From an optimization exercise on the open Yosys and OpenROAD flow, aimed at small area and a short achievable clock period; shortcuts taken in it are not production practice.
Power and IR drop assume default switching activity.

==> module bt656_line_tracker, before the edit <==
module bt656_line_tracker
(
   input  logic                  clk,
   input  logic                  rstn,
   input  logic                  enable_i,
   input  logic                  err_clr_i,
   input  logic                  hdr_valid_i,
   input  logic                  is_eav_i,
   input  logic                  vblank_i,
   input  logic                  field_i,
   input  bt656_pkg::byte_t      tap_byte_i,
   input  logic                  fifo_full_i,
   output logic                  wr_en_o,
   output bt656_pkg::byte_t      wr_byte_o,
   output logic                  wr_sof_o,
   output logic                  wr_eol_o,
   output bt656_pkg::dim_t       width_o,
   output bt656_pkg::dim_t       height_o,
   output logic                  size_err_o,
   output bt656_pkg::frame_cnt_t frame_cnt_o,
   output logic                  overflow_o
);
   localparam int LEN_W = 13;
   logic             frame_seen_q, active_q, wr_req_q;
   logic [1:0]       skip_q;
   logic             field_q;
   logic             sof_pend_q;
   logic             new_frame, sav_active, eav_det, line_end, sav_start;
   logic [LEN_W-1:0] line_bytes_q, line_len_q;
   logic             width_valid_q, height_valid_q;
   bt656_pkg::dim_t  line_cnt_q, height_q;
   logic             width_err, height_err;
   assign new_frame  = hdr_valid_i && field_q && !field_i;
   assign sav_active = hdr_valid_i && !is_eav_i && !vblank_i;
   assign eav_det    = hdr_valid_i && is_eav_i;
   assign line_end  = wr_req_q && eav_det;
   assign sav_start = frame_seen_q && !active_q && sav_active;
   assign width_err  = width_valid_q && (line_bytes_q != line_len_q);
   assign height_err = height_valid_q && (line_cnt_q != height_q);
   assign wr_en_o   = wr_req_q && !fifo_full_i;
   assign wr_byte_o = tap_byte_i;
   assign wr_sof_o  = sof_pend_q;
   assign wr_eol_o  = eav_det;
   assign width_o  = line_len_q[LEN_W-1:1];
   assign height_o = height_q;
   always_ff @(posedge clk)
   begin
      if (!rstn || !enable_i)
      begin
         frame_seen_q   <= 1'b0;
         active_q       <= 1'b0;
         wr_req_q       <= 1'b0;
         skip_q         <= '0;
         field_q        <= 1'b0;
         sof_pend_q     <= 1'b0;
         line_bytes_q   <= LEN_W'(1);
         line_len_q     <= '0;
         width_valid_q  <= 1'b0;
         line_cnt_q     <= '0;
         height_q       <= '0;
         height_valid_q <= 1'b0;
         size_err_o     <= 1'b0;
         overflow_o     <= 1'b0;
         frame_cnt_o    <= '0;
      end
      else
      begin
         if (hdr_valid_i)
            field_q <= field_i;
         if (sav_start)
         begin
            active_q <= 1'b1;
            skip_q   <= 2'd3;
         end
         else if (active_q && !wr_req_q)
         begin
            skip_q <= skip_q - 1'b1;
            if (skip_q == 2'd0)
               wr_req_q <= 1'b1;
         end
         if (line_end)
         begin
            active_q <= 1'b0;
            wr_req_q <= 1'b0;
         end
         if (line_end)
         begin
            line_bytes_q  <= LEN_W'(1);
            line_len_q    <= line_bytes_q;
            width_valid_q <= 1'b1;
            line_cnt_q    <= line_cnt_q + 1'b1;
         end
         else if (wr_req_q)
            line_bytes_q <= line_bytes_q + 1'b1;
         if (wr_en_o)
            sof_pend_q <= 1'b0;
         if (new_frame)
         begin
            sof_pend_q   <= 1'b1;
            frame_cnt_o  <= frame_cnt_o + 1'b1;
            frame_seen_q <= 1'b1;
            line_cnt_q   <= '0;
            if (frame_seen_q)
            begin
               height_q       <= line_cnt_q;
               height_valid_q <= 1'b1;
            end
         end
         if (err_clr_i)
         begin
            size_err_o <= 1'b0;
            overflow_o <= 1'b0;
         end
         if ((line_end && width_err) || (new_frame && height_err))
            size_err_o <= 1'b1;
         if (wr_req_q && fifo_full_i)
            overflow_o <= 1'b1;
      end
   end
endmodule
export LEC_CHECK = 0
export CAP_MARGIN = 20
export CORE_MARGIN = 2
export CORE_UTILIZATION = 60
export CTS_CLUSTER_DIAMETER = 60
export CTS_CLUSTER_SIZE = 25
export SETUP_SLACK_MARGIN = 2.9
export SLEW_MARGIN = 20
create_clock -name core_clock -period 5.5 [get_ports {clk}]
standard.sh (not shown) runs the stock make flow with config.mk's settings and CLKGATE_MAP_FILE= SYNTH_SCRIPT=/design/flow/synth_recipe.tcl, a recipe that flattens the netlist after the stock synthesis.
==> flow/flow/run.sh <==
#!/bin/bash
# The standard layout with two changes: clock tree synthesis adds no
# dummy loads, and the port buffers start at buf_2 (repair resizes them).
set -euo pipefail
cd "$(dirname "$0")/.."
export CTS_ARGS="-sink_clustering_enable -repair_clock_nets -dont_use_dummy_load -sink_clustering_size 18 -sink_clustering_max_diameter 45 -buf_list sky130_fd_sc_hd__clkbuf_8"
export BUFFER_PORTS_ARGS="-buffer_cell sky130_fd_sc_hd__buf_1"
bash standard.sh > standard_flow.log 2>&1
Change:
--- a/flow/design.v
+++ b/flow/design.v
@@ -105,22 +105,42 @@
    assign wr_eol_o  = eav_det;
    assign width_o  = line_len_q[LEN_W-1:1];
    assign height_o = height_q;
    always_ff @(posedge clk)
    begin
+      if (sav_start)
+      begin
+         skip_q       <= 2'd3;
+         line_bytes_q <= LEN_W'(1);
+      end
+      else
+      begin
+         if (active_q && !wr_req_q)
+            skip_q <= skip_q - 1'b1;
+         if (wr_req_q)
+            line_bytes_q <= line_bytes_q + 1'b1;
+      end
+      if (line_end)
+         line_cnt_q <= line_cnt_q + 1'b1;
+      if (wr_en_o)
+         sof_pend_q <= 1'b0;
+      if (new_frame)
+      begin
+         line_cnt_q <= '0;
+         sof_pend_q <= 1'b1;
+      end
+   end
+   always_ff @(posedge clk)
+   begin
       if (!rstn || !enable_i)
       begin
          frame_seen_q   <= 1'b0;
          active_q       <= 1'b0;
          wr_req_q       <= 1'b0;
-         skip_q         <= '0;
          field_q        <= 1'b0;
-         sof_pend_q     <= 1'b0;
-         line_bytes_q   <= LEN_W'(1);
          line_len_q     <= '0;
          width_valid_q  <= 1'b0;
-         line_cnt_q     <= '0;
          height_q       <= '0;
          height_valid_q <= 1'b0;
          size_err_o     <= 1'b0;
          overflow_o     <= 1'b0;
          frame_cnt_o    <= '0;
@@ -128,42 +148,27 @@
       else
       begin
          if (hdr_valid_i)
             field_q <= field_i;
          if (sav_start)
-         begin
             active_q <= 1'b1;
-            skip_q   <= 2'd3;
-         end
-         else if (active_q && !wr_req_q)
-         begin
-            skip_q <= skip_q - 1'b1;
-            if (skip_q == 2'd0)
-               wr_req_q <= 1'b1;
-         end
+         else if (active_q && !wr_req_q && skip_q == 2'd0)
+            wr_req_q <= 1'b1;
          if (line_end)
          begin
             active_q <= 1'b0;
             wr_req_q <= 1'b0;
          end
          if (line_end)
          begin
-            line_bytes_q  <= LEN_W'(1);
             line_len_q    <= line_bytes_q;
             width_valid_q <= 1'b1;
-            line_cnt_q    <= line_cnt_q + 1'b1;
          end
-         else if (wr_req_q)
-            line_bytes_q <= line_bytes_q + 1'b1;
-         if (wr_en_o)
-            sof_pend_q <= 1'b0;
          if (new_frame)
          begin
-            sof_pend_q   <= 1'b1;
             frame_cnt_o  <= frame_cnt_o + 1'b1;
             frame_seen_q <= 1'b1;
-            line_cnt_q   <= '0;
             if (frame_seen_q)
             begin
                height_q       <= line_cnt_q;
                height_valid_q <= 1'b1;
             end
Wire length climbs slightly. Total power hardly moves. Clock-buffer cell count drops by 1. Via count climbs slightly. Final area is about the same. Worst hold slack gains 0.013 ns. Critical path depth does not change. Non-clock buffer count climbs by 3. Die area barely changes. Area after synthesis stays flat. Clock power stays flat. Global-route usage climbs by 0.18 points.
Function was not checked in any run of this note: the RTL went through the layout flow alone.

==> afterwards: timing with drivers on the ports <==
How much do the figures lean on ideal ports? The routed layouts below were timed once more, with nothing changed but the port constraints. Step 1, drivers: a clkbuf_16 drives clk and a buf_2 each remaining input, both assumed. Step 2 adds t to the input delays and takes it off the output delays; t is the mean of the earliest and latest rising clock arrival at the registers after step 1. Input paths then give back, and output paths get back, about the clock's delay inside the block. a / b / c = ideal ports / drivers / drivers and shift; a / b = the first two.
| run | t (ns) | setup slack, ns | worst register clock-pin slew, ns |
|---|---|---|---|
| the first run | 0.706 | 2.913 / 2.867 / 2.539 | 0.10 / 0.10 |
| the second run | 0.696 | 2.935 / 2.884 / 2.419 | 0.10 / 0.10 |
After both steps every run listed still meets setup and hold. For the second run, which loses most, drivers alone change the setup slack by -0.051 ns; drivers and shift together by -0.516 ns.
